Source: an optimization exercise on an open RTL-to-GDS flow (aim: small area and a short achievable clock period). Production flows keep margins and buffers that such runs may drop.
Function was checked by simulation only, so behaviour that the tests miss may differ from the original.
The flow treats the clock pin as an ideal source. Dropping or thinning the clock tree relies on that and would not hold on a real chip.
Power and IR drop assume default switching activity.

Setup of run 1:
// fft8_top
module fft8_top (
    input  logic         clk,
    input  logic         rst_n,
    input  logic [79:0]  sample,
    output logic [159:0] result
);
Size in the first run: roughly 680 flip-flops.
==> flow/config.mk <==
export PLATFORM = sky130hd
export DESIGN_NAME = fft8_top
export DESIGN_NICKNAME = fft8_top
export VERILOG_FILES = /design/flow/design.v
export SDC_FILE = /design/flow/constraint.sdc
export NUM_CORES = 4
export LEC_CHECK = 0
export CAP_MARGIN = 20
export CORE_MARGIN = 2
export CORE_UTILIZATION = 60
export SLEW_MARGIN = 20
export SYNTH_HIERARCHICAL = 1
export SYNTH_MINIMUM_KEEP_SIZE = 0
==> flow/constraint.sdc <==
create_clock -name core_clock -period 16.0 [get_ports {clk}]
set_input_delay 3.2000 -clock core_clock [delete_from_list [all_inputs] [get_ports {clk}]]
set_output_delay 3.2000 -clock core_clock [all_outputs]
set_load 0.01 [all_outputs]
standard.sh (not shown) runs the stock make flow with config.mk's settings and CLKGATE_MAP_FILE= SYNTH_SCRIPT=/design/flow/synth_recipe.tcl, a recipe that flattens the netlist after the stock synthesis.
==> flow/flow/run.sh <==
#!/bin/bash
# Standard ORFS layout, with the smallest buffer on every port.
export BUFFER_PORTS_ARGS="-buffer_cell sky130_fd_sc_hd__buf_1"
bash standard.sh > standard.log 2>&1
Per the final summary, run 1 finished and its layout is clean on timing, DRC and antenna.
Inputs modified between run 1 and run 2:
- CORE_UTILIZATION changed from 60 to 40
[summary]
- Run 2 completed; timing, DRC and antenna clean
- Run 2: routed wire length higher than run 1
- | fraction of the cycle the final worst path needs | higher: run 2 |
- Compared with run 1, run 2 shows layout clock buffer count lower by 2.
- Delta (run 2 minus run 1): clock network power share has increased, fraction of the mapped netlist area in adder cells held, routing usage on met2 saw a decrease, final non-filler cell area shows an increase of 1.5%.
Setup changes, run 2 to run 3
- changing CORE_UTILIZATION from 40 to 60
==> flow/flow/run.sh <==
#!/bin/bash
# Standard ORFS layout (the standard.sh), with the smallest buffer
# (sky130_fd_sc_hd__buf_1) on every input and output port.
# ORFS's full output goes to standard.log; ORFS's own per-step logs are under orfs/logs.
export BUFFER_PORTS_ARGS="-buffer_cell sky130_fd_sc_hd__buf_1"
bash standard.sh > standard.log 2>&1
==> notes.md <==
- Result for run 2 and run 3: all clean
- [compare] base=run 2 new=run 3: cell count decreased by 278 relative to the old numbers, total of fill cells in the finished design decreased by 44% relative to the old numbers, fraction of area in multi-input gates increased by 0.52 points relative to the old numbers, biggest fanout along the worst timing path decreased by 25 relative to the old numbers, shortest clock period the worst path allows after layout decreased by 0.27 ns relative to the old numbers.
- In run 3, the transition time of the tightest slew-check pin came out 0.059 ns above the value in run 2.
- Combinational cell fraction of total power: run 2 and run 3 compared, higher one is run 2
- For the minimum hold slack, run 3 came in 0.0086 ns higher than run 2 did.
- Non-clock buffer count ended up about 0.8% higher on run 3 than on run 2.
- Total power: run 3 below run 2
The following lists how run 4 was set up differently from run 3:
==> flow/flow/run.sh <==
#!/bin/bash
export BUFFER_PORTS_ARGS="-buffer_cell sky130_fd_sc_hd__buf_1"
export CTS_ARGS="-sink_clustering_enable -repair_clock_nets -sink_clustering_size 30 -sink_clustering_max_diameter 60"
bash standard.sh > standard.log 2>&1
[summary]
Any difference in met1 demand-to-capacity share in global routing between run 3 and run 4 is small enough to ignore.
Count of clock-net buffers in the final layout is lower on run 4
[run 4 vs run 3] flip-flop and latch share of the layout cell area: higher in run 4
Share of power burned in registers ended up 2.8 points higher on run 4 than on run 3.
Run 4 -> run 3: remaining routing DRC violations delta 0, exact match
Against run 3, areal power density over the cells in run 4 fell by a few percent.


lane 1:
fft8_top, a different RTL version from the one above (not shown whole).
For scale: roughly 710 flip-flops, ~240 I/O pins, roughly 26,000 um2 of cells after synthesis.
==> flow/config.mk <==
export PLATFORM = sky130hd
export DESIGN_NAME = fft8_top
export DESIGN_NICKNAME = fft8_top
export VERILOG_FILES = /design/flow/design.v
export SDC_FILE = /design/flow/constraint.sdc
export NUM_CORES = 4
export LEC_CHECK = 0
export CAP_MARGIN = 20
export CORE_MARGIN = 2
export CORE_UTILIZATION = 60
export SLEW_MARGIN = 20
export SYNTH_HIERARCHICAL = 1
export SYNTH_MINIMUM_KEEP_SIZE = 0
==> flow/constraint.sdc <==
create_clock -name core_clock -period 16.0 [get_ports {clk}]
set_input_delay 3.2000 -clock core_clock [delete_from_list [all_inputs] [get_ports {clk}]]
set_output_delay 3.2000 -clock core_clock [all_outputs]
set_load 0.01 [all_outputs]
==> flow/flow/run.sh <==
#!/bin/bash
export BUFFER_PORTS_ARGS="-buffer_cell sky130_fd_sc_hd__buf_1"
export CTS_ARGS="-sink_clustering_enable -repair_clock_nets -sink_clustering_size 30 -sink_clustering_max_diameter 60"
bash standard.sh > standard.log 2>&1
Lane 1 finished every stage and its layout cleared the timing, design-rule and antenna checks.
## Diff of input files: lane 2 against lane 1
# lane 1
export LEC_CHECK = 0
export CAP_MARGIN = 20
export CORE_MARGIN = 2
export CORE_UTILIZATION = 60
export SLEW_MARGIN = 20
export SYNTH_HIERARCHICAL = 1
export SYNTH_MINIMUM_KEEP_SIZE = 0
create_clock -name core_clock -period 16.0 [get_ports {clk}]
# lane 2
export LEC_CHECK = 0
export ABC_AREA = 1
export CAP_MARGIN = 20
export CORE_MARGIN = 2
export CORE_UTILIZATION = 60
export SLEW_MARGIN = 20
export SYNTH_HIERARCHICAL = 1
export SYNTH_MINIMUM_KEEP_SIZE = 0
create_clock -name core_clock -period 16.0 [get_ports {clk}]
==> flow/flow/run.sh <==
#!/bin/bash
# The standard ORFS layout, with three changes:
#  - the smallest buffer (sky130_fd_sc_hd__buf_1) on every port,
#  - larger clock-tree sink clusters,
#  - after placement, each flip-flop that drives an output buffer is moved
#    next to that buffer (flow/pull_out_ffs.tcl) and the placement legalized.
# Each tool's full output goes to a log of its own in this folder.
set -euo pipefail
export BUFFER_PORTS_ARGS="-buffer_cell sky130_fd_sc_hd__buf_1"
export CTS_ARGS="-sink_clustering_enable -repair_clock_nets -sink_clustering_size 30 -sink_clustering_max_diameter 60"
bash standard.sh place > standard_place.log 2>&1
PLACE_ODB=orfs/results/${FLOW_PLATFORM}/fft8_top/base/3_place.odb \
  openroad -no_init -exit flow/pull_out_ffs.tcl > pull_out_ffs.log 2>&1
bash standard.sh > standard.log 2>&1
==> flow/flow/pull_out_ffs.tcl (new file) <==
# Moves every flip-flop that drives an output-port buffer next to that buffer,
# then legalizes the placement. Reads and writes the placed database given in
# the environment (PLACE_ODB).
read_db $::env(PLACE_ODB)
set block [ord::get_db_block]
set moved 0
set sumx [dict create]
set sumy [dict create]
set cnt [dict create]
foreach bterm [$block getBTerms] {
  if {[$bterm getIoType] ne "OUTPUT"} { continue }
  set net [$bterm getNet]
  set buf ""
  foreach it [$net getITerms] {
    if {[$it isOutputSignal]} { set buf [$it getInst] }
  }
  if {$buf eq ""} { continue }
  set innet ""
  foreach it [$buf getITerms] {
    if {[$it isInputSignal]} { set innet [$it getNet] }
  }
  if {$innet eq ""} { continue }
  set ff ""
  foreach it [$innet getITerms] {
    if {[$it isOutputSignal]} { set ff [$it getInst] }
  }
  if {$ff eq ""} { continue }
  if {![string match "*df*" [[$ff getMaster] getName]]} { continue }
  set bb [$buf getBBox]
  set x [expr {([$bb xMin] + [$bb xMax]) / 2}]
  set y [expr {([$bb yMin] + [$bb yMax]) / 2}]
  set name [$ff getName]
  if {![dict exists $cnt $name]} {
    dict set cnt $name 0
    dict set sumx $name 0
    dict set sumy $name 0
  }
  dict incr cnt $name
  dict set sumx $name [expr {[dict get $sumx $name] + $x}]
  dict set sumy $name [expr {[dict get $sumy $name] + $y}]
}
foreach name [dict keys $cnt] {
  set ff [$block findInst $name]
  set n [dict get $cnt $name]
  set x [expr {[dict get $sumx $name] / $n}]
  set y [expr {[dict get $sumy $name] / $n}]
  set m [$ff getMaster]
  $ff setLocation [expr {$x - [$m getWidth] / 2}] [expr {$y - [$m getHeight] / 2}]
  $ff setPlacementStatus PLACED
  incr moved
}
puts "pull_out_ffs: moved $moved flip-flops"
detailed_placement
check_placement -verbose
write_db $::env(PLACE_ODB)
==> notes.md <==
Taking lane 2 as 1.0, lane 1 lands at 0.878 on multi-input gate count.
Looking at endpoint of the most critical setup path, the result[118] result is from lane 1; the result[99] one comes from lane 2.
Taking lane 1 as the reference point, the final area of lane 2 rises by 1.7%.
Comparing time the final worst path needs with I/O delays and setup for lane 1 and lane 2, the bigger number came from lane 1.
The following lists how lane 3 was set up differently from lane 2:
# lane 2
export LEC_CHECK = 0
export ABC_AREA = 1
export CAP_MARGIN = 20
export CORE_MARGIN = 2
export CORE_UTILIZATION = 60
export SLEW_MARGIN = 20
export SYNTH_HIERARCHICAL = 1
export SYNTH_MINIMUM_KEEP_SIZE = 0
create_clock -name core_clock -period 16.0 [get_ports {clk}]
# lane 3
export LEC_CHECK = 0
export CAP_MARGIN = 20
export CORE_MARGIN = 2
export CORE_UTILIZATION = 60
export SLEW_MARGIN = 20
export SYNTH_HIERARCHICAL = 1
export SYNTH_MINIMUM_KEEP_SIZE = 0
create_clock -name core_clock -period 16.0 [get_ports {clk}]
Findings:
From lane 2 to lane 3 the numbers moved as follows: cell-internal power up 0.083 mW, area fraction of clock buffers and clock inverters ~0 delta, floorplan die width fell by 1.3 um, number of instances in the synthesized netlist has decreased, detailed-route via count now smaller.
Relative to lane 2, setup slack decreased by 0.033 ns in lane 3.
Going from lane 2 to lane 3, time the worst path needs with I/O delays and setup grows by 0.033 ns.
Lane 3 — share of the clock period used by the worst path after layout 0.20 points higher, lane 2 as reference
Total power of lane 3 is higher than that of lane 2.
In lane 3 the share of cell area taken by muxes after synthesis turned out 0.92 points higher than in lane 2.
For lane 3, the launch point of the critical path was y1r[8], unlike lane 2, where it was y4r[8].
Comparing lane 3 and lane 2, the higher worst relative slew slack is on lane 3.
> inputs changed (lane 3 -> lane 4)
--- a/flow/flow/run.sh
+++ b/flow/flow/run.sh
@@ -8,5 +8,5 @@
 set -euo pipefail
 export BUFFER_PORTS_ARGS="-buffer_cell sky130_fd_sc_hd__buf_1"
-export CTS_ARGS="-sink_clustering_enable -repair_clock_nets -sink_clustering_size 30 -sink_clustering_max_diameter 60"
+export CTS_ARGS="-sink_clustering_enable -repair_clock_nets -sink_clustering_size 30 -sink_clustering_max_diameter 60 -sink_clustering_levels 1"
 bash standard.sh place > standard_place.log 2>&1
 PLACE_ODB=orfs/results/${FLOW_PLATFORM}/fft8_top/base/3_place.odb \
==> notes.md <==
- As far as worst reg-to-reg setup slack is concerned, lane 4 and lane 3 perform about the same.
- Re fraction of layout instances using a drive strength above 1: no difference whatsoever between lane 3 and lane 4.
- Lane 3 -> lane 4: final critical-path required period delta 0, exact match


Another version of the RTL of fft8_top (not shown whole).
For scale: ~1800 cells after synthesis, roughly 670 flip-flops, about 240 I/O pins, roughly 25000 µm² of cells after synthesis.
==> flow/config.mk <==
export PLATFORM = sky130hd
export DESIGN_NAME = fft8_top
export DESIGN_NICKNAME = fft8_top
export VERILOG_FILES = /design/flow/design.v
export SDC_FILE = /design/flow/constraint.sdc
export NUM_CORES = 4
export LEC_CHECK = 0
export CAP_MARGIN = 20
export CORE_MARGIN = 2
export CORE_UTILIZATION = 70
export SLEW_MARGIN = 20
export SYNTH_HIERARCHICAL = 1
export SYNTH_MINIMUM_KEEP_SIZE = 0
==> flow/constraint.sdc <==
create_clock -name core_clock -period 16.0 [get_ports {clk}]
set_input_delay 3.2000 -clock core_clock [delete_from_list [all_inputs] [get_ports {clk}]]
set_output_delay 3.2000 -clock core_clock [all_outputs]
set_load 0.01 [all_outputs]
==> flow/flow/run.sh <==
#!/bin/bash
# The standard ORFS layout (standard.sh), with these changes:
#  - the smallest buffer (sky130_fd_sc_hd__buf_1) on every port;
#  - the pins that carry one sign bit (copies) are placed as a group;
#  - after placement, each output-port buffer is moved next to its pin and
#    the flip-flop that drives it next to the buffer, and the placement is
#    legalized (pull_out_ffs.tcl);
#  - the clock tree is built by clock_tree.tcl instead of TritonCTS: clock
#    port -> four root clkbuf_16 -> leaf clkbuf_16 per cluster of about 26
#    flip-flops, every flip-flop behind the same two buffer stages; then hold
#    repair and legalization as ORFS's cts step does; before it, the
#    reset net is rebuilt as one buffer per cluster of about 24 reset pins;
#  - the rest (global and detailed routing, finishing) is standard.sh again.
# Each tool's full output goes to a log of its own in this folder.
set -euo pipefail
export BUFFER_PORTS_ARGS="-buffer_cell sky130_fd_sc_hd__buf_1"
# the result pins that carry copies of one sign bit sit next to each other
export PLACE_PINS_ARGS="-group_pins {result[17] result[18] result[19]} -group_pins {result[7] result[8] result[9]} -group_pins {result[38] result[39]} -group_pins {result[28] result[29]} -group_pins {result[57] result[58] result[59]} -group_pins {result[47] result[48] result[49]} -group_pins {result[78] result[79]} -group_pins {result[68] result[69]} -group_pins {result[97] result[98] result[99]} -group_pins {result[87] result[88] result[89]} -group_pins {result[118] result[119]} -group_pins {result[108] result[109]} -group_pins {result[137] result[138] result[139]} -group_pins {result[127] result[128] result[129]} -group_pins {result[158] result[159]} -group_pins {result[148] result[149]}"
RES=orfs/results/${FLOW_PLATFORM}/fft8_top/base
bash standard.sh place > standard_place.log 2>&1
PLACE_ODB=$RES/3_place.odb openroad -no_init -exit flow/pull_out_ffs.tcl > pull_out_ffs.log 2>&1
RES=$RES PLATFORM_DIR=$FLOW_HOME/platforms/$FLOW_PLATFORM LEAF_SIZE=26 RST_LEAF_SIZE=24 \
  openroad -no_init -exit flow/clock_tree.tcl > clock_tree.log 2>&1
cp $RES/4_1_cts.odb $RES/4_cts.odb
bash standard.sh > standard.log 2>&1
==> flow/flow/pull_out_ffs.tcl <==
# Moves every output-port buffer next to its pin and every flip-flop that
# drives an output-port buffer next to that buffer, then legalizes the
# placement. Reads and writes the placed database given in
# the environment (PLACE_ODB).
read_db $::env(PLACE_ODB)
set block [ord::get_db_block]
set core [$block getCoreArea]
proc clamp {v lo hi} { return [expr {$v < $lo ? $lo : ($v > $hi ? $hi : $v)}] }
set moved 0
set sumx [dict create]
set sumy [dict create]
set cnt [dict create]
foreach bterm [$block getBTerms] {
  if {[$bterm getIoType] ne "OUTPUT"} { continue }
  set net [$bterm getNet]
  set buf ""
  foreach it [$net getITerms] {
    if {[$it isOutputSignal]} { set buf [$it getInst] }
  }
  if {$buf eq ""} { continue }
  # the buffer goes next to its pin, inside the core
  set pb [lindex [$bterm getBPins] 0]
  set pbox [$pb getBBox]
  set bm [$buf getMaster]
  set px [clamp [expr {([$pbox xMin] + [$pbox xMax]) / 2 - [$bm getWidth] / 2}] [$core xMin] [expr {[$core xMax] - [$bm getWidth]}]]
  set py [clamp [expr {([$pbox yMin] + [$pbox yMax]) / 2 - [$bm getHeight] / 2}] [$core yMin] [expr {[$core yMax] - [$bm getHeight]}]]
  $buf setLocation $px $py
  $buf setPlacementStatus PLACED
  set innet ""
  foreach it [$buf getITerms] {
    if {[$it isInputSignal]} { set innet [$it getNet] }
  }
  if {$innet eq ""} { continue }
  set ff ""
  foreach it [$innet getITerms] {
    if {[$it isOutputSignal]} { set ff [$it getInst] }
  }
  if {$ff eq ""} { continue }
  if {![string match "*df*" [[$ff getMaster] getName]]} { continue }
  set bb [$buf getBBox]
  set x [expr {([$bb xMin] + [$bb xMax]) / 2}]
  set y [expr {([$bb yMin] + [$bb yMax]) / 2}]
  set name [$ff getName]
  if {![dict exists $cnt $name]} {
    dict set cnt $name 0
    dict set sumx $name 0
    dict set sumy $name 0
  }
  dict incr cnt $name
  dict set sumx $name [expr {[dict get $sumx $name] + $x}]
  dict set sumy $name [expr {[dict get $sumy $name] + $y}]
}
foreach name [dict keys $cnt] {
  set ff [$block findInst $name]
  set n [dict get $cnt $name]
  set x [expr {[dict get $sumx $name] / $n}]
  set y [expr {[dict get $sumy $name] / $n}]
  set m [$ff getMaster]
  $ff setLocation [expr {$x - [$m getWidth] / 2}] [expr {$y - [$m getHeight] / 2}]
  $ff setPlacementStatus PLACED
  incr moved
}
puts "pull_out_ffs: moved $moved flip-flops"
detailed_placement
check_placement -verbose
write_db $::env(PLACE_ODB)
Other scripts of this flow, unchanged in this note and not shown: flow/flow/clock_tree.tcl
The starting point completed without violations.
Edit:
==> flow/flow/run.sh (replaced) <==
#!/bin/bash
# The standard ORFS layout (standard.sh), with these changes:
#  - the smallest buffer (sky130_fd_sc_hd__buf_1) on every port;
#  - after placement, each flip-flop that drives an output-port buffer is
#    moved next to that buffer and the placement legalized (pull_out_ffs.tcl);
#  - the clock tree is built by clock_tree.tcl instead of TritonCTS: clock
#    port -> four root clkbuf_16 -> leaf clkbuf_16 per cluster of about 26
#    flip-flops, every flip-flop behind the same two buffer stages; then hold
#    repair and legalization as ORFS's cts step does; before it, the
#    reset net is rebuilt as one buffer per cluster of about 24 reset pins;
#  - the rest (global and detailed routing, finishing) is standard.sh again.
# Each tool's full output goes to a log of its own in this folder.
set -euo pipefail
export BUFFER_PORTS_ARGS="-buffer_cell sky130_fd_sc_hd__buf_1"
RES=orfs/results/${FLOW_PLATFORM}/fft8_top/base
bash standard.sh place > standard_place.log 2>&1
PLACE_ODB=$RES/3_place.odb openroad -no_init -exit flow/pull_out_ffs.tcl > pull_out_ffs.log 2>&1
RES=$RES PLATFORM_DIR=$FLOW_HOME/platforms/$FLOW_PLATFORM LEAF_SIZE=26 RST_LEAF_SIZE=24 \
  openroad -no_init -exit flow/clock_tree.tcl > clock_tree.log 2>&1
cp $RES/4_1_cts.odb $RES/4_cts.odb
bash standard.sh > standard.log 2>&1
--- a/flow/flow/pull_out_ffs.tcl
+++ b/flow/flow/pull_out_ffs.tcl
@@ -1,4 +1,3 @@
-# Moves every output-port buffer next to its pin and every flip-flop that
-# drives an output-port buffer next to that buffer, then legalizes the
-# placement. Reads and writes the placed database given in
+# Moves every flip-flop that drives an output-port buffer next to that buffer,
+# then legalizes the placement. Reads and writes the placed database given in
 # the environment (PLACE_ODB).
@@ -6,4 +5,2 @@
 set block [ord::get_db_block]
-set core [$block getCoreArea]
-proc clamp {v lo hi} { return [expr {$v < $lo ? $lo : ($v > $hi ? $hi : $v)}] }
 set moved 0
@@ -20,10 +17,2 @@
   if {$buf eq ""} { continue }
-  # the buffer goes next to its pin, inside the core
-  set pb [lindex [$bterm getBPins] 0]
-  set pbox [$pb getBBox]
-  set bm [$buf getMaster]
-  set px [clamp [expr {([$pbox xMin] + [$pbox xMax]) / 2 - [$bm getWidth] / 2}] [$core xMin] [expr {[$core xMax] - [$bm getWidth]}]]
-  set py [clamp [expr {([$pbox yMin] + [$pbox yMax]) / 2 - [$bm getHeight] / 2}] [$core yMin] [expr {[$core yMax] - [$bm getHeight]}]]
-  $buf setLocation $px $py
-  $buf setPlacementStatus PLACED
   set innet ""
- CORE_UTILIZATION: 70 -> 60
After rerunning: The changed run completed with no timing, DRC or antenna violations. Combinational power barely changes. Clock power falls by about 2%. Synthesized area is unchanged. Clock skew shrinks by 0.023 ns. Flip-flop and latch count stays the same.
In every run of this note, the design's own scripts or RTL, not TritonCTS, make the clock network.

-- afterwards: timing with drivers on the ports --
The results above use ideal ports. As a check the final layouts listed here were re-extracted and re-timed, cells and wires unchanged. Step 1 assumes that a clkbuf_16 drives the clock port and a buf_2 every other input. Step 2 also shifts input and output timing later by t, the mid clock arrival at the registers, as if the neighbouring blocks saw the same clock. Slacks: no drivers / after step 1 / after step 2; pairs: no drivers / after step 1.
run | shift t [ns] | setup slack, ns | hold slack, ns
run 1 | 0.644 | 11.557 / 11.499 / 11.389 | 0.323 / 0.323 / 0.323
run 2 | 0.659 | 11.290 / 11.290 / 11.110 | 0.314 / 0.314 / 0.314
run 3 | 0.644 | 11.557 / 11.499 / 11.389 | 0.323 / 0.323 / 0.323
run 4 | 0.643 | 11.567 / 11.508 / 11.363 | 0.320 / 0.320 / 0.320
lane 1 | 0.631 | 11.625 / 11.567 / 11.494 | 0.320 / 0.320 / 0.320
lane 2 | 0.635 | 11.671 / 11.615 / 11.460 | 0.312 / 0.312 / 0.312
lane 3 | 0.631 | 11.638 / 11.582 / 11.493 | 0.312 / 0.312 / 0.312
lane 4 | 0.631 | 11.638 / 11.582 / 11.493 | 0.312 / 0.312 / 0.312
the first run of note 3 | 0.467 | 11.879 / 11.766 / 12.063 | 0.311 / 0.311 / 0.311
the second run of note 3 | 0.465 | 11.826 / 11.715 / 12.156 | 0.303 / 0.303 / 0.303
After both steps every run listed still meets setup and hold. For lane 2, which loses most, drivers alone change the setup slack by -0.056 ns; drivers and shift together by -0.211 ns. Setup slack includes reset recovery checks.
